Background: an optimization exercise with open tools, aiming at small area and a short achievable clock period. Do not read the settings as production practice.
Function was checked by simulation only, so behaviour that the tests miss may differ from the original.
Power and IR drop assume default switching activity.

File: flow/flow/run.sh
#!/bin/bash
# Standard ORFS layout, with repair_timing asked to leave extra setup slack
# (the SDC and its clock period are unchanged).
set -euo pipefail
bash standard.sh SETUP_SLACK_MARGIN=9 CORE_UTILIZATION=30 PLACE_DENSITY=0.40 finish > standard_flow.log 2>&1
File: flow/design.v
`default_nettype none
package ising_pkg;
    typedef logic [31:0]                    reg_word_t;
    typedef logic [4-1:0]        spin_idx_t;
    typedef logic [16-1:0]            spin_vec_t;
    typedef logic signed [4-1:0]    weight_t;
    typedef weight_t [16-1:0]         weight_row_t;
    typedef logic signed [9-1:0]     field_t;
    typedef enum logic [1:0] {
        ST_IDLE,
        ST_HOLD,
        ST_ANNEAL,
        ST_DONE
    } anneal_state_e;
    typedef struct packed {
        logic      en;
        spin_idx_t row;
        spin_idx_t col;
        weight_t   value;
    } weight_wr_t;
    typedef struct packed {
        reg_word_t cutoff;
        reg_word_t max;
    } anneal_cfg_t;
endpackage
`default_nettype wire
`timescale 1ns/1ps
`default_nettype none
module ising_spin_array (
    input  wire [63:0] u,
    input  wire [4:0]  z,
    output logic [9:0] s,
    output logic [9:0] c
);
    logic t1, t2, t3, t4, t5, t6, t7, t8, t9, t10, t11, t12, t13, t14, t15, t16, t17, t18, t19, t20, t21, t22, t23, t24, t25, t26, t27, t28, t29, t30, t31, t32, t33, t34, t35, t36, t37, t38, t39, t40, t41, t42, t43, t44, t45, t46, t47, t48, t49, t50, t51, t52, t53, t54, t55, t56, t57, t58, t59, t60, t61, t62, t63, t64, t65, t66, t67, t68, t69, t70, t71, t72, t73, t74, t75, t76, t77, t78, t79, t80, t81, t82, t83, t84, t85, t86, t87, t88, t89, t90, t91, t92, t93, t94, t95, t96, t97, t98, t99, t100, t101, t102, t103, t104, t105, t106, t107, t108, t109, t110, t111, t112, t113, t114, t115, t116, t117, t118, t119, t120, t121, t122, t123, t124, t125, t126;
    assign t1 = u[0] ^ u[4] ^ u[8];
    assign t2 = (u[0] & u[4]) | (u[0] & u[8]) | (u[4] & u[8]);
    assign t3 = u[12] ^ u[16] ^ u[20];
    assign t4 = (u[12] & u[16]) | (u[12] & u[20]) | (u[16] & u[20]);
    assign t5 = u[1] ^ u[5] ^ u[9];
    assign t6 = (u[1] & u[5]) | (u[1] & u[9]) | (u[5] & u[9]);
    assign t7 = u[13] ^ u[17] ^ u[21];
    assign t8 = (u[13] & u[17]) | (u[13] & u[21]) | (u[17] & u[21]);
    assign t9 = u[25] ^ u[29] ^ u[33];
    assign t10 = (u[25] & u[29]) | (u[25] & u[33]) | (u[29] & u[33]);
    assign t11 = u[2] ^ u[6] ^ u[10];
    assign t12 = (u[2] & u[6]) | (u[2] & u[10]) | (u[6] & u[10]);
    assign t13 = u[14] ^ u[18] ^ u[22];
    assign t14 = (u[14] & u[18]) | (u[14] & u[22]) | (u[18] & u[22]);
    assign t15 = u[26] ^ u[30] ^ u[34];
    assign t16 = (u[26] & u[30]) | (u[26] & u[34]) | (u[30] & u[34]);
    assign t17 = u[38] ^ u[42];
    assign t18 = u[38] & u[42];
    assign t19 = u[3] ^ u[7] ^ u[11];
    assign t20 = (u[3] & u[7]) | (u[3] & u[11]) | (u[7] & u[11]);
    assign t21 = u[15] ^ u[19] ^ u[23];
    assign t22 = (u[15] & u[19]) | (u[15] & u[23]) | (u[19] & u[23]);
    assign t23 = u[27] ^ u[31] ^ u[35];
    assign t24 = (u[27] & u[31]) | (u[27] & u[35]) | (u[31] & u[35]);
    assign t25 = u[39] ^ u[43] ^ u[47];
    assign t26 = (u[39] & u[43]) | (u[39] & u[47]) | (u[43] & u[47]);
    assign t27 = u[24] ^ u[28] ^ u[32];
    assign t28 = (u[24] & u[28]) | (u[24] & u[32]) | (u[28] & u[32]);
    assign t29 = u[36] ^ u[40] ^ u[44];
    assign t30 = (u[36] & u[40]) | (u[36] & u[44]) | (u[40] & u[44]);
    assign t31 = u[37] ^ u[41] ^ u[45];
    assign t32 = (u[37] & u[41]) | (u[37] & u[45]) | (u[41] & u[45]);
    assign t33 = u[49] ^ u[53] ^ u[57];
    assign t34 = (u[49] & u[53]) | (u[49] & u[57]) | (u[53] & u[57]);
    assign t35 = u[61] ^ z[1] ^ t5;
    assign t36 = (u[61] & z[1]) | (u[61] & t5) | (z[1] & t5);
    assign t37 = u[46] ^ u[50] ^ u[54];
    assign t38 = (u[46] & u[50]) | (u[46] & u[54]) | (u[50] & u[54]);
    assign t39 = u[58] ^ u[62] ^ z[2];
    assign t40 = (u[58] & u[62]) | (u[58] & z[2]) | (u[62] & z[2]);
    assign t41 = t11 ^ t13 ^ t15;
    assign t42 = (t11 & t13) | (t11 & t15) | (t13 & t15);
    assign t43 = t17 ^ t6;
    assign t44 = t17 & t6;
    assign t45 = u[51] ^ u[55] ^ u[59];
    assign t46 = (u[51] & u[55]) | (u[51] & u[59]) | (u[55] & u[59]);
    assign t47 = u[63] ^ z[3] ^ t19;
    assign t48 = (u[63] & z[3]) | (u[63] & t19) | (z[3] & t19);
    assign t49 = t21 ^ t23 ^ t25;
    assign t50 = (t21 & t23) | (t21 & t25) | (t23 & t25);
    assign t51 = t12 ^ t14 ^ t16;
    assign t52 = (t12 & t14) | (t12 & t16) | (t14 & t16);
    assign t53 = u[48] ^ u[52] ^ u[56];
    assign t54 = (u[48] & u[52]) | (u[48] & u[56]) | (u[52] & u[56]);
    assign t55 = u[60] ^ z[0];
    assign t56 = u[60] & z[0];
    assign t57 = t7 ^ t9 ^ t2;
    assign t58 = (t7 & t9) | (t7 & t2) | (t9 & t2);
    assign t59 = t4 ^ t31 ^ t33;
    assign t60 = (t4 & t31) | (t4 & t33) | (t31 & t33);
    assign t61 = t35 ^ t28;
    assign t62 = t35 & t28;
    assign t63 = t8 ^ t10 ^ t37;
    assign t64 = (t8 & t10) | (t8 & t37) | (t10 & t37);
    assign t65 = t39 ^ t41 ^ t43;
    assign t66 = (t39 & t41) | (t39 & t43) | (t41 & t43);
    assign t67 = t32 ^ t34 ^ t36;
    assign t68 = (t32 & t34) | (t32 & t36) | (t34 & t36);
    assign t69 = t18 ^ t45 ^ t47;
    assign t70 = (t18 & t45) | (t18 & t47) | (t45 & t47);
    assign t71 = t49 ^ t51 ^ t38;
    assign t72 = (t49 & t51) | (t49 & t38) | (t51 & t38);
    assign t73 = t40 ^ t42 ^ t44;
    assign t74 = (t40 & t42) | (t40 & t44) | (t42 & t44);
    assign t75 = z[4] ^ t20 ^ t22;
    assign t76 = (z[4] & t20) | (z[4] & t22) | (t20 & t22);
    assign t77 = t24 ^ t26 ^ t46;
    assign t78 = (t24 & t26) | (t24 & t46) | (t26 & t46);
    assign t79 = t48 ^ t50 ^ t52;
    assign t80 = (t48 & t50) | (t48 & t52) | (t50 & t52);
    assign t81 = t1 ^ t3 ^ t27;
    assign t82 = (t1 & t3) | (t1 & t27) | (t3 & t27);
    assign t83 = t30 ^ t57 ^ t59;
    assign t84 = (t30 & t57) | (t30 & t59) | (t57 & t59);
    assign t85 = t61 ^ t54;
    assign t86 = t61 & t54;
    assign t87 = t63 ^ t65 ^ t67;
    assign t88 = (t63 & t65) | (t63 & t67) | (t65 & t67);
    assign t89 = t58 ^ t60 ^ t62;
    assign t90 = (t58 & t60) | (t58 & t62) | (t60 & t62);
    assign t91 = t69 ^ t71 ^ t73;
    assign t92 = (t69 & t71) | (t69 & t73) | (t71 & t73);
    assign t93 = t64 ^ t66 ^ t68;
    assign t94 = (t64 & t66) | (t64 & t68) | (t66 & t68);
    assign t95 = t75 ^ t77 ^ t79;
    assign t96 = (t75 & t77) | (t75 & t79) | (t77 & t79);
    assign t97 = t70 ^ t72 ^ t74;
    assign t98 = (t70 & t72) | (t70 & t74) | (t72 & t74);
    assign t99 = t76 ^ t78;
    assign t100 = t76 & t78;
    assign t101 = t29 ^ t53;
    assign t102 = t29 & t53;
    assign t103 = t56 ^ t83 ^ t85;
    assign t104 = (t56 & t83) | (t56 & t85) | (t83 & t85);
    assign t105 = t87 ^ t89 ^ t84;
    assign t106 = (t87 & t89) | (t87 & t84) | (t89 & t84);
    assign t107 = t91 ^ t93 ^ t88;
    assign t108 = (t91 & t93) | (t91 & t88) | (t93 & t88);
    assign t109 = t95 ^ t97 ^ t92;
    assign t110 = (t95 & t97) | (t95 & t92) | (t97 & t92);
    assign t111 = t80 ^ t99 ^ t96;
    assign t112 = (t80 & t99) | (t80 & t96) | (t99 & t96);
    assign t113 = t55 ^ t81;
    assign t114 = t55 & t81;
    assign t115 = t82 ^ t103 ^ t102;
    assign t116 = (t82 & t103) | (t82 & t102) | (t103 & t102);
    assign t117 = t86 ^ t105 ^ t104;
    assign t118 = (t86 & t105) | (t86 & t104) | (t105 & t104);
    assign t119 = t90 ^ t107 ^ t106;
    assign t120 = (t90 & t107) | (t90 & t106) | (t107 & t106);
    assign t121 = t94 ^ t109 ^ t108;
    assign t122 = (t94 & t109) | (t94 & t108) | (t109 & t108);
    assign t123 = t98 ^ t111 ^ t110;
    assign t124 = (t98 & t111) | (t98 & t110) | (t111 & t110);
    assign t125 = t100 ^ t112;
    assign t126 = t100 & t112;
    assign s[0] = t101;
    assign c[0] = t113;
    assign s[1] = t115;
    assign c[1] = t114;
    assign s[2] = t117;
    assign c[2] = t116;
    assign s[3] = t119;
    assign c[3] = t118;
    assign s[4] = t121;
    assign c[4] = t120;
    assign s[5] = t123;
    assign c[5] = t122;
    assign s[6] = t125;
    assign c[6] = t124;
    assign s[7] = t126;
    assign c[7] = 1'b0;
    assign s[8] = 1'b0;
    assign c[8] = 1'b0;
    assign s[9] = 1'b0;
    assign c[9] = 1'b0;
endmodule
`default_nettype wire
`timescale 1ns/1ps
`default_nettype none
module ising_axi (
    input  wire         clk,
    input  wire         axi_rstn,
    input  wire         arvalid_q,
    input  wire  [31:0] araddr_q,
    input  wire         rready,
    output logic        rvalid,
    output logic        rresp,
    output logic [31:0] rdata,
    input  wire         wready,
    input  wire  [31:0] wr_addr,
    input  wire  [31:0] wdata
);
    logic [31:0] wd;
    logic        w_weight;
    logic        w_cut, w_max, w_start;
    assign wd       = wdata & {32{axi_rstn}};
    assign w_weight = wready && (wr_addr[31:10] == 22'h004000);
    assign w_cut    = wready && (wr_addr == 32'h0000_0010);
    assign w_max    = wready && (wr_addr == 32'h0000_0014);
    assign w_start  = wready && (wr_addr == 32'h0000_0018);
    logic [15:0] row_en, col_en;
    always_comb begin
        for (int r = 0; r < 16; r++) begin
            row_en[r] = !axi_rstn || (w_weight && wr_addr[9:6] == 4'(r));
            col_en[r] = !axi_rstn || (wr_addr[5:2] == 4'(r));
        end
    end
    logic [3:0] wmem [256];
    always_ff @(posedge clk) begin
        for (int i = 0; i < 16; i++) begin
            for (int j = 0; j < 16; j++) begin
                if (row_en[i] && col_en[j]) begin
                    wmem[i*16+j] <= wd[3:0];
                end
            end
        end
    end
    logic [31:0] cutoff, maxc, cut_n, max_n;
    logic        start, start_n;
    assign cut_n   = (!axi_rstn || w_cut)   ? wd    : cutoff;
    assign max_n   = (!axi_rstn || w_max)   ? wd    : maxc;
    assign start_n = (!axi_rstn || w_start) ? wd[0] : start;
    always_ff @(posedge clk) begin
        cutoff <= cut_n;
        maxc   <= max_n;
        start  <= start_n;
    end
    logic [31:0] cnt, cnt_n;
    logic        at_max, anneal, done;
    assign cnt_n = !start ? 32'd0 : at_max ? cnt : cnt + 32'd1;
    assign done  = start && at_max;
    always_ff @(posedge clk) begin
        cnt    <= cnt_n;
        at_max <= (cnt_n == max_n);
        anneal <= start_n && (cnt_n != max_n) && (cnt_n >= cut_n);
    end
    logic [15:0] spin, spin_n;    
    logic [15:0] upd, upd_n;      
    logic [15:0] sp;              
    logic [3:0]  rowv [16];       
    logic [3:0]  x [16];
    logic [63:0] uvec;            
    logic [9:0]  gs_n, gc_n, gs, gc;
    logic [4:0]  zs, zu;          
    logic [3:0]  rm, rc;          
    logic        sm, sc;          
    logic [15:0] cdec;
    logic        hit, same;
    assign upd_n = !start ? 16'd1 : anneal ? {upd[14:0], upd[15]} : upd;
    assign sp    = spin & {16{start}};
    always_comb begin
        for (int b = 0; b < 16; b++) cdec[b] = (wr_addr[5:2] == 4'(b));
        rm   = 4'd0;
        rc   = 4'd0;
        sm   = 1'b0;
        sc   = 1'b0;
        hit  = 1'b0;
        same = 1'b0;
        for (int j = 0; j < 16; j++) begin
            rowv[j] = 4'd0;
            for (int i = 0; i < 16; i++) begin
                rowv[j] = rowv[j] | (wmem[i*16+j] & {4{upd_n[i]}});
            end
            x[j] = rowv[j] ^ {4{!sp[j]}};
            uvec[4*j +: 4] = {!x[j][3], x[j][2:0]};
            rm   = rm | (rowv[j] & {4{upd[j]}});
            sm   = sm | (sp[j] & upd[j]);
            rc   = rc | (rowv[j] & {4{cdec[j]}});
            sc   = sc | (sp[j] & cdec[j]);
            hit  = hit | (upd_n[j] && wr_addr[9:6] == 4'(j));
            same = same | (upd[j] && cdec[j]);
        end
        hit = hit && w_weight;
    end
    assign zu = start ? zs : 5'd16;
    ising_spin_array u_csa (.u(uvec), .z(zu), .s(gs_n), .c(gc_n));
    logic       flip_q, hit_q, same_q, sm_q, sc_q, smn_q;
    logic [3:0] rm_q, rc_q, wv_q;
    always_ff @(posedge clk) begin
        gs     <= gs_n;
        gc     <= gc_n;
        flip_q <= anneal;
        hit_q  <= hit;
        same_q <= same;
        rm_q   <= rm;
        rc_q   <= rc;
        sm_q   <= sm;
        sc_q   <= sc;
        wv_q   <= wdata[3:0];
    end
    function automatic logic signed [5:0] wxs(input logic [3:0] w, input logic s);
        wxs = s ? {{2{w[3]}}, w} : -{{2{w[3]}}, w};
    endfunction
    logic [3:0]         wm;
    logic               cval;
    logic [9:0]         op_a, op_b, op_c, op_d;
    logic [9:0]         f;
    logic               f_pos, f_neg;
    assign wm   = (hit_q && same_q) ? wv_q : rm_q;
    assign cval = hit_q && !(same_q && flip_q);
    assign op_a = {10{flip_q}} & ({{6{wm[3]}},   wm}   ^ {10{!smn_q}});
    assign op_b = {10{flip_q}} & ({{6{rm_q[3]}}, rm_q} ^ {10{sm_q}});
    assign op_c = {10{cval}}   & ({{6{wv_q[3]}}, wv_q} ^ {10{!sc_q}});
    assign op_d = {10{cval}}   & ({{6{rc_q[3]}}, rc_q} ^ {10{sc_q}});
    assign f    = gs + gc + op_a + op_b + op_c + op_d + 10'h380
                + {9'd0, flip_q && !smn_q} + {9'd0, flip_q && sm_q}
                + {9'd0, cval && !sc_q} + {9'd0, cval && sc_q};
    assign f_pos = !f[9] && (f != 10'd0);
    assign f_neg = f[9];
    logic       sm_cur;
    logic [4:0] zs_inc, zs_dec;
    assign sm_cur = |(spin & upd);
    assign zs_inc = zs + 5'd1;
    assign zs_dec = zs - 5'd1;
    always_comb begin
        spin_n = spin;
        for (int i = 0; i < 16; i++) begin
            if (upd[i] && f_pos) spin_n[i] = 1'b1;
            else if (upd[i] && f_neg) spin_n[i] = 1'b0;
        end
    end
    always_ff @(posedge clk) begin
        if (!start) begin
            spin <= '0;
            upd  <= 16'd1;
            zs   <= 5'd16;
        end else if (anneal) begin
            spin <= spin_n;
            upd  <= upd_n;
            if (sm_cur && f_neg) zs <= zs_inc;
            if (!sm_cur && f_pos) zs <= zs_dec;
        end
        smn_q <= |(spin_n & upd);
    end
    logic        r_spin, r_weight, r_status, r_none;
    logic [3:0]  rw;
    logic [31:0] rd_mux;
    assign r_spin   = (araddr_q[31:6] == 26'h40);
    assign r_weight = (araddr_q[31:10] == 22'h004000);
    assign r_status = (araddr_q == 32'h0000_001C);
    assign r_none   = !r_spin && !r_weight && !r_status;
    logic [3:0]  rcol [16];   
    always_comb begin
        for (int i = 0; i < 16; i++) rcol[i] = wmem[i*16 + araddr_q[5:2]];
        rw = rcol[araddr_q[9:6]];
    end
    always_comb begin
        for (int b = 0; b < 32; b++) begin
            rd_mux[b] = (r_weight && rw[b < 4 ? b : 3]) || (r_none && b[0]);
        end
        rd_mux[0] = (r_weight && rw[0]) || (r_spin && spin[araddr_q[5:2]])
                 || (r_status && done);
    end
    always_ff @(posedge clk) begin
        if (!axi_rstn || (rvalid && rready)) begin
            rvalid <= 1'b0;
            rdata  <= '0;
        end else if (arvalid_q && !rvalid) begin
            rvalid <= 1'b1;
            rdata  <= rd_mux;
        end
    end
    assign rresp = 1'b0;
endmodule
`default_nettype wire
File: flow/constraint.sdc
create_clock -name core_clock -period 15.0 [get_ports {clk}]
set_input_delay 3.0000 -clock core_clock [delete_from_list [all_inputs] [get_ports {clk}]]
set_output_delay 3.0000 -clock core_clock [all_outputs]
set_load 0.01 [all_outputs]
File: flow/standard.sh
#!/bin/bash
# synth_recipe.tcl (not shown) runs the flow's synth.tcl, then flattens the netlist and writes it again
# the make line also repeats each setting of config.mk as NAME=value (left out here)
make -C /OpenROAD-flow-scripts/flow DESIGN_CONFIG=/design/flow/config.mk WORK_HOME=/design/flow/orfs CLKGATE_MAP_FILE= SYNTH_SCRIPT=/design/flow/synth_recipe.tcl "${@:-finish}"
File: flow/config.mk
export PLATFORM = sky130hd
export DESIGN_NAME = ising_axi
export DESIGN_NICKNAME = ising_axi
export VERILOG_FILES = /design/flow/design.v
export SDC_FILE = /design/flow/constraint.sdc
export NUM_CORES = 4
export LEC_CHECK = 0
export CAP_MARGIN = 20
export CORE_MARGIN = 2
export CORE_UTILIZATION = 40
export SLEW_MARGIN = 20
==> results of run 1 <==
[power by group through the flow]
stage	Clock [uW]	Sequential, uW	Combinational, uW
finish	3700	4440	1390
global placement	0	4430	1230
CTS	3710	4360	1320
detailed placement	0	4420	1230
global route	3840	4370	1490
floorplan	0	4050	710
[worst min-delay path by stage]
| stage | from | endpoint | slack [ns] |
|---|---|---|---|
| global route | cutoff[0] | cutoff[0] | 0.49 |
| finish | cutoff[0] | cutoff[0] | 0.47 |
| detailed placement | cutoff[0] | cutoff[0] | 0.46 |
| CTS | cutoff[0] | cutoff[0] | 0.46 |
| global placement | rdata[2] | rdata[2] | 0.47 |
| floorplan | anneal | flip_q | 0.37 |
[cell type report]
class / instances / area, um^2 / area share
timing repair buffer: 473 / 5558 / 0.07717
clock buffer: 180 / 3919 / 0.05441
clock inverter: 89 / 907.1 / 0.01260
multi-input combinational: 2947 / 23450 / 0.3256
tap: 2511 / 3142 / 0.04362
inverter: 158 / 614.3 / 0.008530
timing repair inverter: 1 / 8.758 / 0.0001216
antenna: 54 / 135.1 / 0.001876
sequential: 1199 / 34280 / 0.4760
[Yosys cell counts (67+ instances only)]
cell type / number
a21oi_1: 72
dfxtp_1: 175
o21ai_0: 87
a22o_1: 286
a221oi_1: 282
edfxtp_1: 1024
fa_1: 84
buf_1: 71
clkbuf_1: 194
nand3_1: 174
a31oi_1: 77
nor2_1: 437
inv_1: 156
a22oi_1: 412
nand2_1: 291
buf_2: 67
xnor2_1: 75
[metrics by stage]
stage | worst slack [ns] | utilization
after floorplan | 8.402 | -
final | 8.767 | 0.3795
after global placement | 6.003 | 0.3277
after detailed placement | 5.931 | 0.3279
after CTS | 8.885 | 0.3674
after global routing | 8.947 | 0.3788
[critical path, delay by kind of cell]
family / cells / cell delay, ns
and+or+nand+nor: 4 / 1.26
AOI/OAI and AO/OA: 4 / 1.68
buffers and inverters: 3 / 0.65
[kinds of logic after synthesis]
family / after synthesis / share of synthesized area
flip-flops: 1199 / 0.5990
XOR/XNOR: 141 / 0.02160
adder cells (fa/ha/maj): 142 / 0.04210
AO/OA/AOI/OAI: 1382 / 0.1867
multiplexers: 68 / 0.01365
AND/OR/NAND/NOR: 1211 / 0.09905
other: 1 / 0.00006558
buffers and inverters: 521 / 0.03783
[layer usage]
layer	track usage	share of wire
met3	0.2132	0.14
met2	0.6508	0.40
met5	0.006700	0.00078
met1	0.5360	0.35
met4	0.4130	0.11
[registers in the layout, indices dropped and copies added, names as in the netlist, 4 cells and up]
name and count:
gs 8, gc 7, upd 16, rm_q 4, cnt 32, wv_q 4
rc_q 4, zs 5, maxc 32, rdata 5, wmem 1024, spin 16
cutoff 32
[timing repair]
| action | CTS | global route |
|---|---|---|
| cloned | 21 | 14 |
| endpoints found under the setup margin | 29 | 49 |
| pin swaps | 50 | 103 |
| hold buffers | 0 | 0 |
| setup buffers | 48 | 64 |
| gates resized for setup | 378 | 234 |
==> notes.md, run 1 <==
Net Switching 3036 uW; critical path launch point araddr_q[3]; max cap viols 0; total track usage 0.4674; CP Capture Point rdata[0]; Detailed Route Iter0 Violations between 10000 and 15000; Final Wtd Congestion between 1 and 1.5; register share of total power 0.466; Sink Count between 1000 and 1500; Final Critical Period roughly 6.2 ns; Yosys top cell area share 0.5377; Inst Count DP roughly 7100; Final setup viols 0; peak supply drop around 94 uV; fin nets just over 5000; Hold WC Path Type reg -> reg; Post-Synthesis Cells 4665; most common cell after layout, fill and taps aside edfxtp_1; Synth Cell Area 57180 um^2; register bit count reported by yosys roughly 1200; worst skew pair latency around 0.85 ns; H-tree levels 4; post-synth top area cell edfxtp_1; top_reg_cell synth edfxtp_1; placed cell area 62230 um^2; Reg-to-Reg End gs[1]; Synth area leaders edfxtp_1 (54%), dfxtp_1 (6.1%), a22oi_1 (5.4%), a22o_1 (4.4%), a221oi_1 (4.3%); Area Overhead vs Synth 25.94%; Critical Path AT about 7 ns; EDFF count, synth between 1000 and 1500; Worst-Margin Slew approximately 1.2 ns; Switching Fraction 0.3186; Final period util 0.4155; clk slew on worst S/H paths about 0.060 ns; Startpoint Class input pin; synth unique cells around 90; num ports ~140; overflow left after global routing 0; CTS buffer count between 100 and 150; number of global-route vias before repair around 48000; status no timing/DRC/antenna violations; Max Clk Rate ~160 MHz; Hold WS about 0.47 ns; CP Cell Sequence buf_4 > buf_12 > nor4b_2 > buf_12 > a22o_2 > a221oi_1 > a31oi_2 > nor4_1 > nand4_1 > nand3_2 > a41oi_1; Net Count, Synth 4908; Die H approximately 440 um; Cell Int Power 6494 uW; layout cells sized above 1 0.1906; WHS Path Cells 2; cells on worst reg2reg path 16; most frequent cells in the layout edfxtp_1 (1024), nor2_1 (389), a22oi_1 (385); Initial Utilization 0.3013; largest net degree at the start of global routing between 150 and 200; Die X between 400 and 500 um; Overall Power between 9000 and 10000 uW; r2r setup slk about 8.8 ns; Syn Area/Cell 12.26 um^2; RSZ-0062 raised after global routing true; CP max stage delay 0.59 ns; Avg WL per Cell 61.50 um; Pleak approximately 0.024 uW; Initial DRT Pass Iterations 7; ys async rst share 0; routed vias about 55000; final hold violation count 0; CP Capture Type register; PwrDens 132.3 nW/um^2; hpwl dp ~340 mm; TritonCTS clock tree built; clk buf depth 3; first-pass GRT wire length about 570 mm; RR Startpoint anneal; clk_skew approximately 0.041 ns; share of total power in the clock network 0.388; Residual DRC 0; die area 194100 um^2; initial antenna violation count 83; Std-Cell Rows 160; CTS root buf clkbuf_16; filler instances 18240; IO buf count about 130; worst path required time about 16 ns; CP dominant cell by count buf_12; slowest stage cell, crit path a22o_2; fin. max-slew vios 0; Antenna Violating Nets Remaining 0; core area about 190000 um^2; via/cell ratio 7.172; design area ~72000 um^2; register area share after synthesis 0.5990; crit path kind in -> reg; YS warnings 5; setup tns final 0 ns; Finished Layout Cells 7612; Max Fanout on Critical Path 57; relative slew slack 0.1742; Gate power share 0.146; final WL approximately 470 mm
==> run 2, diff against run 1 <==
--- a/flow/design.v
+++ b/flow/design.v
@@ -235,3 +235,10 @@
     logic        at_max, anneal, done;
+    logic        at_max_n, anneal_n, ge_n;
+    logic        sel_max, sel_cut;
     assign cnt_n = !start ? 32'd0 : at_max ? cnt : cnt + 32'd1;
+    assign sel_max  = !axi_rstn || w_max;
+    assign sel_cut  = !axi_rstn || w_cut;
+    assign at_max_n = sel_max ? (cnt_n == wd) : (cnt_n == maxc);
+    assign ge_n     = sel_cut ? (cnt_n >= wd) : (cnt_n >= cutoff);
+    assign anneal_n = start_n && !at_max_n && ge_n;
     assign done  = start && at_max;
@@ -239,4 +246,4 @@
         cnt    <= cnt_n;
-        at_max <= (cnt_n == max_n);
-        anneal <= start_n && (cnt_n != max_n) && (cnt_n >= cut_n);
+        at_max <= at_max_n;
+        anneal <= anneal_n;
     end
@@ -254,3 +261,5 @@
     logic        hit, same;
-    assign upd_n = !start ? 16'd1 : anneal ? {upd[14:0], upd[15]} : upd;
+    always_ff @(posedge clk) begin
+        upd_n <= !start_n ? 16'd1 : anneal_n ? {upd_n[14:0], upd_n[15]} : upd_n;
+    end
     assign sp    = spin & {16{start}};
@@ -280,3 +289,15 @@
     end
-    assign zu = start ? zs : 5'd16;
+    logic [4:0] zc;
+    logic       rst_q;
+    always_comb begin
+        zc = zs;
+        if (rst_q) zc = 5'd16;
+        else if (flip_q && sm_q && !smn_q) zc = zs + 5'd1;
+        else if (flip_q && !sm_q && smn_q) zc = zs - 5'd1;
+    end
+    always_ff @(posedge clk) begin
+        zs    <= zc;
+        rst_q <= !start;
+    end
+    assign zu = start ? zc : 5'd16;
     ising_spin_array u_csa (.u(uvec), .z(zu), .s(gs_n), .c(gc_n));
@@ -315,7 +336,2 @@
     assign f_neg = f[9];
-    logic       sm_cur;
-    logic [4:0] zs_inc, zs_dec;
-    assign sm_cur = |(spin & upd);
-    assign zs_inc = zs + 5'd1;
-    assign zs_dec = zs - 5'd1;
     always_comb begin
@@ -331,3 +347,2 @@
             upd  <= 16'd1;
-            zs   <= 5'd16;
         end else if (anneal) begin
@@ -335,4 +350,2 @@
             upd  <= upd_n;
-            if (sm_cur && f_neg) zs <= zs_inc;
-            if (!sm_cur && f_pos) zs <= zs_dec;
         end
==> flow/flow/run.sh (replaced) <==
#!/bin/bash
# Standard ORFS layout, with repair_timing asked to leave extra setup slack
# (the SDC and its clock period are unchanged).
set -euo pipefail
bash standard.sh SETUP_SLACK_MARGIN=10 CORE_UTILIZATION=30 PLACE_DENSITY=0.40 finish > standard_flow.log 2>&1
==> run 2 against run 1 <==
Compared with the run above:
- largest power group unchanged
- sequential share of layout area down 1.0 points
- first-iteration DRC count down 5.6%
- total power up 2.1%
- core utilization up 1.4 points
- final area up 5.2%
- register-to-register slack better by 0.81 ns
- via count up 0.34%
- still clean
- highest routed layer unchanged
- critical path depth up 1
==> notes.md, run 2 <==
status no timing/DRC/antenna violations; Hold WC Path Type reg -> reg; max cap viols 0 (unchanged); Detailed Route Iter0 Violations 9991 (-5.6%); worst skew pair latency 0.85 ns (about the same); routed vias 54780 (+0.34%); Startpoint Class input pin; Residual DRC 0 (unchanged); Avg WL per Cell 61.98 um (+0.78%); CTS buffer count 142 (-4.1%); post-synth top area cell edfxtp_1; register area share after synthesis 0.6052 (+0.006177); Final Critical Period 5.450 ns (-0.7830 ns); final core utilization 0.3932 (+0.01369); Initial Utilization 0.3020 (+0.0006929); Reg with most FFs wmem; total track usage 0.4692 (+0.001869); core area 192800 um^2 (+1.6%); Yosys top cell area share 0.5612 (+0.02343); overflow left after global routing 0 (unchanged); Antenna Violating Nets Remaining 0 (unchanged); Syn Area/Cell 12.54 um^2 (+2.3%); synth unique cells 84 (-5.6%); Sink Count 1216 (+1.4%); number of global-route vias before repair 49270 (+2.4%); Placement Setup Slack 7.201 ns (+1.271 ns); Pleak 0.02537 uW (+5.1%); hpwl dp 350.7 mm (+3.5%); clk buf depth 3 (unchanged); die area 197600 um^2 (+1.8%); fin. max-slew vios 0 (unchanged); CP Capture Type register; Max Fanout on Critical Path 15 (-74%); num ports 135 (unchanged); final hold violation count 0 (unchanged); peak supply drop 110.0 uV (+18%); Finished Layout Cells 7753 (+1.9%); Post-synth top cells edfxtp_1 (1088), a22oi_1 (493), nor2_1 (469); most frequent cells in the layout edfxtp_1 (1088), a22oi_1 (433), buf_4 (300); Final setup viols 0 (unchanged); setup tns final 0 ns (unchanged); worst path required time 15.73 ns (+0.05 ns); Synth Cell Area 58220 um^2 (+1.8%); Critical Path AT 6.18 ns (-0.73 ns); largest net degree at the start of global routing 79 (-48%); PwrDens 128.4 nW/um^2 (-3.0%); YS warnings 5 (unchanged); Max Clk Rate 183.5 MHz (+14%); Std-Cell Rows 161 (+0.63%); TritonCTS clock tree built; Initial DRT Pass Iterations 7 (unchanged); clk_skew 0.03378 ns (-0.006915 ns); count leader, synth edfxtp_1; IO buf count 133 (unchanged); Inst Count DP 7121 (-0.084%); fin nets 5335 (+3.2%); Post-Synthesis Cells 4644 (-0.45%); via/cell ratio 7.066 (-1.5%); Final Wtd Congestion 1.108 (+1.8%); Hold WS 0.4947 ns (+0.02182 ns); Die X 444.5 um (+0.90%); layout cells sized above 1 0.2678 (+0.07715); H-tree levels 4 (unchanged); Net Count, Synth 4917 (+0.18%); initial antenna violation count 51 (-39%); most common cell after layout, fill and taps aside edfxtp_1; final WL 480.5 mm (+2.7%); Die H 444.5 um (+0.90%); CTS root buf clkbuf_16; Area Overhead vs Synth 30.19%; register bit count reported by yosys 1216 (+1.4%); Worst-Margin Slew 1.160 ns (-0.07831 ns); relative slew slack 0.2043 (+0.03008); RSZ-0062 raised after global routing true; clk slew on worst S/H paths 0.06 ns (about the same); ys async rst share 0 (unchanged); Synth area leaders edfxtp_1 (56%), a22oi_1 (6.4%), dfxtp_1 (4.4%), a22o_1 (3.7%), a221oi_1 (3.6%); fin worst setup slack 9.550 ns (+0.7830 ns); max reg flops 1024 (unchanged); EDFF count, synth 1088 (+6.3%); first-pass GRT wire length 584.6 mm (+2.3%); top_reg_cell synth edfxtp_1; crit path kind in -> reg; Final period util 0.3633 (-0.05220)
## run 2: cell count changes after synthesis, moves of 42 or more
cell / change
nand2_1: -116
a22oi_1: +81
nand4_1: +80
edfxtp_1: +64
buf_2: -63
clkbuf_1: +48
dfxtp_1: -47
a31oi_1: -43
inv_1: +42
## run 2: timing repair
item | in CTS | in global routing
cloned | 41 | 15
buffers inserted | 187 | 77
resized for setup | 608 | 245
pin swaps | 144 | 122
hold buffers | 0 | 0
setup endpoints to repair | 1524 | 444
## run 2: through the flow
| stage | total power (uW) | cell area (um^2) |
|---|---|---|
| floorplan | 4894 | 59190 |
| global placement | 5814 | 63510 |
| detailed placement | 5801 | 63530 |
| CTS | 9571 | 73750 |
| global route | 9882 | 75680 |
| finish | 9731 | 75800 |
## run 2: worst max-delay path, stage by stage
cell,delay [ns]
buf_16,0.10
buf_16,0.15
nand2b_4,0.19
buf_4,0.14
nor2_4,0.09
buf_16,0.19
a222oi_1,0.63
nand4_1,0.49
a32oi_2,0.36
nand3_1,0.14
o311a_1,0.36
o221a_2,0.24
## run 2: per-layer routing
metal | share of wire | up-vias | global-route usage
met1 | 0.36 | 28280 | 0.5513
met3 | 0.13 | 1695 | 0.1989
met4 | 0.11 | 10 | 0.4075
li1 | - | 19420 | -
met5 | 0.00030 | - | 0.0007326
met2 | 0.40 | 5377 | 0.6544
## run 2: worst paths after layout
check        cells after the start        start  slack (ns)  endpoint
min                              2        zs[4]        0.49     zs[4]
min reg2reg                      2        zs[4]        0.49     zs[4]
max reg2reg                     13     upd_n[3]        9.63     gs[2]
max                             12  araddr_q[3]        9.55  rdata[1]
## run 2: layout make-up
cell class,count,area (um^2)
inverter,200,769.5
tap,2526,3161
sequential,1216,35320
timing repair buffer,612,7388
clock buffer,164,3709
antenna,47,117.6
multi-input combinational,2890,24250
fill,18340,117000
clock inverter,98,1075
## run 2: cells by family after synthesis
| family | Yosys count | share of synthesized area |
|---|---|---|
| AOI/OAI and AO/OA | 1399 | 0.1847 |
| DFF | 1216 | 0.6052 |
| and+or+nand+nor | 1098 | 0.08858 |
| buffers and inverters | 544 | 0.03750 |
| adders and majority gates | 172 | 0.04767 |
| xor gates and xnor gates | 128 | 0.01926 |
| muxes | 86 | 0.01702 |
| other | 1 | 0.00006441 |
## run 2: where the power goes
| group | total, uW | switching [uW] | internal, uW |
|---|---|---|---|
| clock | 3650 | 1600 | 2040 |
| combinational | 1480 | 943 | 533 |
| sequential | 4610 | 612 | 3990 |
| total | 9730 | 3160 | 6570 |
==> run 3, diff against run 2 <==
--- a/flow/design.v
+++ b/flow/design.v
@@ -206,2 +206,5 @@
     assign w_start  = wready && (wr_addr == 32'h0000_0018);
+    logic        w_hi_a, w_hi_b;
+    assign w_hi_a = (wr_addr[31:21] == 11'h008);
+    assign w_hi_b = (wr_addr[20:10] == 11'h000);
     logic [15:0] row_en, col_en;
@@ -209,4 +212,4 @@
         for (int r = 0; r < 16; r++) begin
-            row_en[r] = !axi_rstn || (w_weight && wr_addr[9:6] == 4'(r));
-            col_en[r] = !axi_rstn || (wr_addr[5:2] == 4'(r));
+            row_en[r] = !axi_rstn || (wready && w_hi_a && wr_addr[9:6] == 4'(r));
+            col_en[r] = !axi_rstn || (w_hi_b && wr_addr[5:2] == 4'(r));
         end
==> flow/flow/run.sh (replaced) <==
#!/bin/bash
# Standard ORFS layout (the standard.sh, standard synthesis), with
# repair_timing asked to leave extra setup slack on the worst paths, a
# sparser core for the detailed router, small clock-tree clusters of mid-size
# buffers, and plain buffers on the ports. The SDC and its clock period are unchanged.
set -euo pipefail
bash standard.sh SETUP_SLACK_MARGIN=9.7 TNS_END_PERCENT=10 \
    CORE_UTILIZATION=30 PLACE_DENSITY=0.40 \
    CTS_BUF_LIST="sky130_fd_sc_hd__clkbuf_8" CTS_CLUSTER_SIZE=12 CTS_CLUSTER_DIAMETER=50 \
    BUFFER_PORTS_ARGS="-buffer_cell sky130_fd_sc_hd__buf_4" \
    finish > standard_flow.log 2>&1
==> run 3 against run 2 <==
Compared with the run above:
- worst setup slack lost 0.23 ns
- highest routed layer unchanged
- combinational power is 8% lower
- die area rose by 0.24%
- maximum frequency is 4.1% lower
- clock-buffer cell count decreased by 1
- clock skew grew 0.058 ns
- still clean on timing, DRC and antenna
- final cell count decreased by 2.0%
- synthesized area is 0.24% higher
- register-to-register slack got worse by 0.30 ns
- first-iteration DRC count up 5.8%
==> notes.md, run 3 <==
area occupied by multi-input gates 22590 um^2 (-6.9%); Max Clk Rate 176.0 MHz (-4.1%); Die X 445.1 um (+0.12%); max reg flops 1024 (unchanged); YS warnings 5 (unchanged); fin. max-slew vios 0 (unchanged); number of global-route vias before repair 48510 (-1.6%); post-synth top area cell edfxtp_1; synth unique cells 85 (+1.2%); Final Critical Period 5.681 ns (+0.2310 ns); max cap viols 0 (unchanged); Post-synth top cells edfxtp_1 (1088), a22oi_1 (499), nor2_1 (436); Detailed Route Iter0 Violations 10570 (+5.8%); Initial DRT Pass Iterations 10 (+3); Avg WL per Cell 62.03 um (about the same); ys async rst share 0 (unchanged); most common cell after layout, fill and taps aside edfxtp_1; top_reg_cell synth edfxtp_1; count leader, synth edfxtp_1; largest net degree at the start of global routing 145 (+84%); H-tree levels 4 (unchanged); most frequent cells in the layout edfxtp_1 (1088), a22oi_1 (488), nor2_1 (390); Hold WS 0.5317 ns (+0.03698 ns); RSZ-0062 raised after global routing true; die area 198100 um^2 (+0.24%); Reg with most FFs wmem; relative slew slack 0.09766 (-0.1066); EDFF count, synth 1088 (unchanged); overflow left after global routing 0 (unchanged); routed vias 54200 (-1.1%); Yosys top cell area share 0.5598 (-0.001347); register area share after synthesis 0.6037 (-0.001453); Pleak 0.02282 uW (-10%); core area 193000 um^2 (+0.10%); setup tns final 0 ns (unchanged); CP Capture Type register; Sink Count 1216 (unchanged); IO buf count 133 (unchanged); Final period util 0.3787 (+0.01540); first-pass GRT wire length 580.0 mm (-0.78%); PwrDens 123.3 nW/um^2 (-3.9%); Net Count, Synth 4920 (+0.061%); layout cells sized above 1 0.1948 (-0.07297); Worst-Margin Slew 1.354 ns (+0.1932 ns); final hold violation count 0 (unchanged); clk buf depth 3 (unchanged); fin nets 5153 (-3.4%); CTS root buf clkbuf_8; Startpoint Class input pin; Synth area leaders edfxtp_1 (56%), a22oi_1 (6.4%), dfxtp_1 (4.4%), a22o_1 (3.8%), a221oi_1 (3.7%); Initial Utilization 0.3024 (+0.0004109); Antenna Violating Nets Remaining 0 (unchanged); crit path kind in -> reg; status no timing/DRC/antenna violations; peak supply drop 92.00 uV (-16%); Std-Cell Rows 161 (unchanged); Critical Path AT 6.55 ns (+0.37 ns); Syn Area/Cell 12.56 um^2 (+0.18%); initial antenna violation count 75 (+47%); clk slew on worst S/H paths 0.07 ns (about the same); clk_skew 0.09200 ns (+0.05822 ns); register bit count reported by yosys 1216 (unchanged); filler instances 18880 (+2.9%); hpwl dp 357.1 mm (+1.8%); Area Overhead vs Synth 19.05%; Post-Synthesis Cells 4647 (+0.065%); Die H 445.1 um (+0.12%); Hold WC Path Type reg -> reg; Synth Cell Area 58360 um^2 (+0.24%); worst path required time 15.87 ns (+0.14 ns); Final setup viols 0 (unchanged); worst skew pair latency 1.03 ns (+0.18 ns); num ports 135 (unchanged); total track usage 0.4641 (-0.005116); Final Wtd Congestion 1.124 (+1.5%); TritonCTS clock tree built; final WL 471.1 mm (-2.0%); CTS buffer count 160 (+13%); Max Fanout on Critical Path 23 (+8); via/cell ratio 7.136 (+1.0%); Residual DRC 0 (unchanged); Seq. cell area 35310 um^2 (about the same)
-- run 3: cell count changes in the layout (fill, tap and decap cells not counted), moves of 30 or more --
cell	change
clkbuf_8	+161
clkbuf_16	-156
nor2_1	+143
nor2_2	-128
clkdlybuf4s50_1	-92
a22oi_1	+55
nor2_4	-50
a22oi_2	-49
a221oi_1	+45
a221oi_2	-33
a31oi_1	+30
-- run 3: worst paths after layout --
kind	start	endpoint	slack (ns)	cells after the start
worst max register to register	upd_n[4]	gs[2]	9.33	13
worst max-delay path	araddr_q[3]	rdata[2]	9.32	13
worst min-delay path	rst_q	zs[3]	0.53	1
worst min register to register	rst_q	zs[3]	0.53	1
-- run 3: timing repair --
item                       in CTS  in global routing
setup buffers                  69                 33
hold buffers                    0                  0
gates resized for setup       288                 72
gates cloned                   13                  3
pin swaps                      60                 35
setup endpoints to repair      71                 64
-- run 3: stage by stage --
step / total power [uW] / worst slack (ns) / instance area, um^2 / util / cells
6_report: 8570 / 9.319 / 69480 / 0.3600 / 7595
5_1_grt: 8732 / 9.410 / 69310 / 0.3592 / 7529
4_1_cts: 8427 / 9.591 / 68600 / 0.3555 / 7483
3_5_place_dp: 5669 / 6.467 / 63010 / 0.3265 / 7124
3_3_place_gp: 5688 / 6.397 / 62970 / 0.3263 / 7123
2_1_floorplan: 4784 / 9.022 / 58430 / - / 4647
-- run 3: metal layers --
metal  vias to the layer above  wire (um)  GRT usage
li1                      19040          -          -
met1                     28230     170000     0.5422
met2                      5195     186500     0.6335
met3                      1699      61450     0.2137
met4                        38      52310     0.4067
met5                         -        799    0.02393
-- run 3: area by class of cell --
cell class	instances	share of cell area
clock buffer	163	0.03229
multi-input combinational	2893	0.3251
clock inverter	114	0.01401
timing repair buffer	421	0.06195
tap	2526	0.04549
sequential	1216	0.5082
inverter	188	0.01032
antenna	74	0.002665
-- run 3: cell families after synthesis --
| kind of cell | synth area share |
|---|---|
| other | 0.00006426 |
| buffers and inverters | 0.03720 |
| xor gates and xnor gates | 0.01966 |
| DFF | 0.6037 |
| muxes | 0.01677 |
| and+or+nand+nor | 0.08964 |
| AOI/OAI and AO/OA | 0.1854 |
| adders and majority gates | 0.04755 |
-- run 3: power breakdown --
group | internal, uW | switching (uW) | total [uW] | leakage [uW]
Combinational | 464 | 893 | 1360 | 0.0105
Sequential | 3960 | 567 | 4530 | 0.0106
Clock | 1180 | 1510 | 2680 | 0.00170
-- run 3: critical path, stage by stage --
cell and delay [ns]:
buf_12 0.14, buf_16 0.19, buf_4 0.15, nand2_1 0.20, nor2_4 0.05, buf_4 0.25
a22o_1 0.66, a221oi_1 0.45, a31oi_1 0.21, nor4_4 0.42, nand4_1 0.37, nand4_1 0.29
a21oi_1 0.09
==> run 4, diff against run 3 <==
==> flow/flow/run.sh (replaced) <==
#!/bin/bash
# Standard ORFS layout (the standard.sh, standard synthesis), with
# repair_timing asked to leave extra setup slack on the worst paths, a
# sparser core for the detailed router, and plain buffers on the ports. The SDC and its clock period are unchanged.
set -euo pipefail
bash standard.sh SETUP_SLACK_MARGIN=9.7 TNS_END_PERCENT=10 \
    CORE_UTILIZATION=30 PLACE_DENSITY=0.40 CAP_MARGIN=30 \
    BUFFER_PORTS_ARGS="-buffer_cell sky130_fd_sc_hd__buf_4" \
    finish > standard_flow.log 2>&1
==> run 4 against run 3 <==
Compared with the run above:
- sequential power about the same
- global-route usage increased by 0.40 points
- total power increased by 12%
- synthesized cell count unchanged
- final cell count increased by 1.5%
- critical endpoint is now rdata[30]
- critical path type unchanged
- largest power group unchanged
- worst setup slack got worse by 0.0061 ns
- flip-flop and latch count unchanged
- register-to-register slack improved by 0.19 ns
- first-iteration DRC count increased by 3.7%
==> notes.md, run 4 <==
status no timing/DRC/antenna violations; Std-Cell Rows 161 (unchanged); register area share after synthesis 0.6037 (unchanged); CTS Hold Bufs 0 (unchanged); Antenna Violating Nets Remaining 0 (unchanged); worst path required time 15.71 ns (-0.16 ns); cells on worst reg2reg path 14 (+1); clk slew on worst S/H paths 0.06 ns (about the same); Yosys top cell area share 0.5598 (unchanged); Die H 445.1 um (unchanged); Inst Count DP 7137 (+0.18%); register bit count reported by yosys 1216 (unchanged); Max Fanout on Critical Path 8 (-65%); slowest stage cell, crit path a222oi_1; Area Overhead vs Synth 25.59%; CTS root buf clkbuf_16; num ports 135 (unchanged); first-pass GRT wire length 585.1 mm (+0.87%); YS warnings 5 (unchanged); WHS Path Cells 1 (unchanged); synth unique cells 85 (unchanged); Max Clk Rate 175.9 MHz (-0.11%); EDFF count, synth 1088 (unchanged); CP Cell Sequence buf_16 > buf_16 > buf_4 > nand2b_4 > nor2_4 > buf_12 > a222oi_1 > buf_4 > o2111ai_2 > a21oi_2 > o2111ai_2 > nor4_4 > a31oi_4 > mux2i_1 > nor2_1; fin nets 5262 (+2.1%); largest net degree at the start of global routing 145 (unchanged); H-tree levels 4 (unchanged); WP buf/inv 5 (+1); peak supply drop 118.0 uV (+28%); Final Wtd Congestion 1.124 (unchanged); Avg WL per Cell 62.66 um (+1.0%); clk_skew 0.08066 ns (-0.01134 ns); placed cell area 63180 um^2 (+0.27%); top_reg_cell synth edfxtp_1; Detailed Route Iter0 Violations 10960 (+3.7%); clk buf depth 3 (unchanged); Final period util 0.3791 (+0.0004053); CP max stage delay 0.96 ns (+0.30 ns); Hold WC Path Type reg -> reg; final WL 483.2 mm (+2.6%); Die X 445.1 um (unchanged); max cap viols 0 (unchanged); Net Count, Synth 4920 (unchanged); CP delay by family, top compound AO/OA/AOI/OAI gates; IO buf count 133 (unchanged); Initial Utilization 0.3024 (unchanged); via/cell ratio 7.246 (+1.5%); setup tns final 0 ns (unchanged); post-synth top area cell edfxtp_1; Initial DRT Pass Iterations 9 (-1); TritonCTS clock tree built; overflow left after global routing 0 (unchanged); Finished Layout Cells 7712 (+1.5%); RSZ-0062 raised after global routing true; most common cell after layout, fill and taps aside edfxtp_1; Startpoint Class input pin; core area 193000 um^2 (unchanged); design area 73290 um^2 (+5.5%); Reg with most FFs wmem; WP depth 15 (+2); die area 198100 um^2 (unchanged); Post-Synthesis Cells 4647 (unchanged); relative slew slack 0.09202 (-0.005645); Worst-Margin Slew 1.362 ns (+0.008467 ns); routed vias 55880 (+3.1%); CTS buffer count 144 (-10%); Critical Path AT 6.40 ns (-0.15 ns); count leader, synth edfxtp_1; CP Capture Type register; max reg flops 1024 (unchanged); Hold WS 0.5282 ns (-0.003498 ns); worst skew pair latency 0.87 ns (-0.16 ns); final hold violation count 0 (unchanged); Synth Cell Area 58360 um^2 (unchanged); most frequent cells in the layout edfxtp_1 (1088), a22oi_1 (480), buf_4 (398); Sink Count 1216 (unchanged); fin. max-slew vios 0 (unchanged); Post-synth top cells edfxtp_1 (1088), a22oi_1 (499), nor2_1 (436); number of global-route vias before repair 48600 (+0.20%); Final setup viols 0 (unchanged); PwrDens 130.8 nW/um^2 (+6.0%); total track usage 0.4681 (+0.004018); layout cells sized above 1 0.2207 (+0.02588); final core utilization 0.3798 (+0.01976); Syn Area/Cell 12.56 um^2 (unchanged); crit path kind in -> reg; hpwl dp 357.6 mm (+0.16%); ys async rst share 0 (unchanged); Residual DRC 0 (unchanged); Final Critical Period 5.687 ns (+0.006080 ns); Pleak 0.02449 uW (+7.3%); initial antenna violation count 97 (+29%); Synth area leaders edfxtp_1 (56%), a22oi_1 (6.4%), dfxtp_1 (4.4%), a22o_1 (3.8%), a221oi_1 (3.7%)
## run 4: repair_timing
action / in CTS / in global routing
resized for setup: 355 / 135
gates cloned: 18 / 17
pin swaps: 76 / 73
endpoints found under the setup margin: 75 / 151
buffers inserted: 96 / 93
## run 4: worst register-to-register path, cell delays in order (launching register included)
cell,delay [ns]
dfxtp_4,0.34
buf_12,0.16
a22oi_1,0.96
nand4_1,0.26
nor2_4,0.33
xnor2_1,0.16
fa_1,0.53
inv_1,0.05
fa_1,0.48
fa_1,0.50
inv_1,0.05
fa_1,0.50
fa_1,0.54
inv_1,0.05
fa_1,0.44
## run 4: cell families (layout without fill, tap and decap cells)
| family | Yosys count | after routing | synth area share |
|---|---|---|---|
| AO/OA/AOI/OAI | 1413 | 1415 | 0.1854 |
| XOR/XNOR | 131 | 131 | 0.01966 |
| adder cells (fa/ha/maj) | 172 | 172 | 0.04755 |
| buffers and inverters | 541 | 998 | 0.03720 |
| flip-flops | 1216 | 1216 | 0.6037 |
| multiplexers | 85 | 85 | 0.01677 |
| other | 1 | 80 | 0.00006426 |
| AND/OR/NAND/NOR | 1088 | 1089 | 0.08964 |
## run 4: cell type report
| cell class | instances | area (um^2) |
|---|---|---|
| clock inverter | 100 | 1106 |
| sequential | 1216 | 35310 |
| fill | 18580 | 119700 |
| tap | 2526 | 3161 |
| antenna | 79 | 197.7 |
| inverter | 188 | 716.9 |
| multi-input combinational | 2893 | 23160 |
| clock buffer | 164 | 3700 |
| timing repair buffer | 546 | 5946 |
## run 4: path summary, 6_finish.rpt
| kind | startpoint | endpoint | slack (ns) |
|---|---|---|---|
| max reg2reg | upd_n[9] | gs[3] | 9.52 |
| min reg2reg | rst_q | zs[0] | 0.53 |
| max | araddr_q[3] | rdata[30] | 9.31 |
| min | rst_q | zs[0] | 0.53 |
## run 4: metrics by stage
stage | power [uW] | worst slack [ns]
after floorplan | 4784 | 9.022
after global placement | 5688 | 6.397
after detailed placement | 5676 | 6.439
after CTS | 9431 | 9.618
after global routing | 9727 | 9.413
final | 9584 | 9.313
## run 4: layer usage
layer  vias up  routed length (um)  global-route usage
li1      19340                   -                   -
met1     28830              172700              0.5469
met2      5704              190800              0.6380
met3      1946               64900              0.2160
met4        58               53850              0.4109
met5         -                1023             0.02589
## run 4: where the power goes
group          leakage [uW]  internal [uW]  switching, uW
registers            0.0106           3970            576
clock network       0.00232           2070           1590
logic                0.0116            471            907

what the ideal ports hide:
How much do the figures lean on ideal ports? The routed layouts below were timed once more, with nothing changed but the port constraints. Step 1 assumes that a clkbuf_16 drives the clock port and a buf_2 every other input. Step 2, shift: input delay + t, output delay - t, t = (earliest + latest rising clock arrival at the registers) / 2. This alone moves slack from input paths to output paths. Three values: ideal, step 1, step 2; two values: the first two.
| run | t (ns) | setup slack, ns | hold slack, ns | worst setup path after step 2 | worst data-port slew with drivers (ns) |
|---|---|---|---|---|---|
| run 1 | 0.934 | 8.767 / 8.825 / 7.906 | 0.473 / 0.473 / 0.473 | input to register | 0.07 |
| run 2 | 0.931 | 9.550 / 9.564 / 8.633 | 0.495 / 0.495 / 0.495 | input to register | 0.09 |
| run 3 | 1.079 | 9.319 / 9.330 / 8.288 | 0.532 / 0.532 / 0.532 | input to register | 0.10 |
| run 4 | 0.933 | 9.313 / 9.262 / 8.329 | 0.528 / 0.528 / 0.528 | input to register | 0.24 |
After both steps setup and hold are still met in every run listed. For run 3, which loses most, drivers alone change the setup slack by +0.011 ns; drivers and shift together by -1.031 ns.
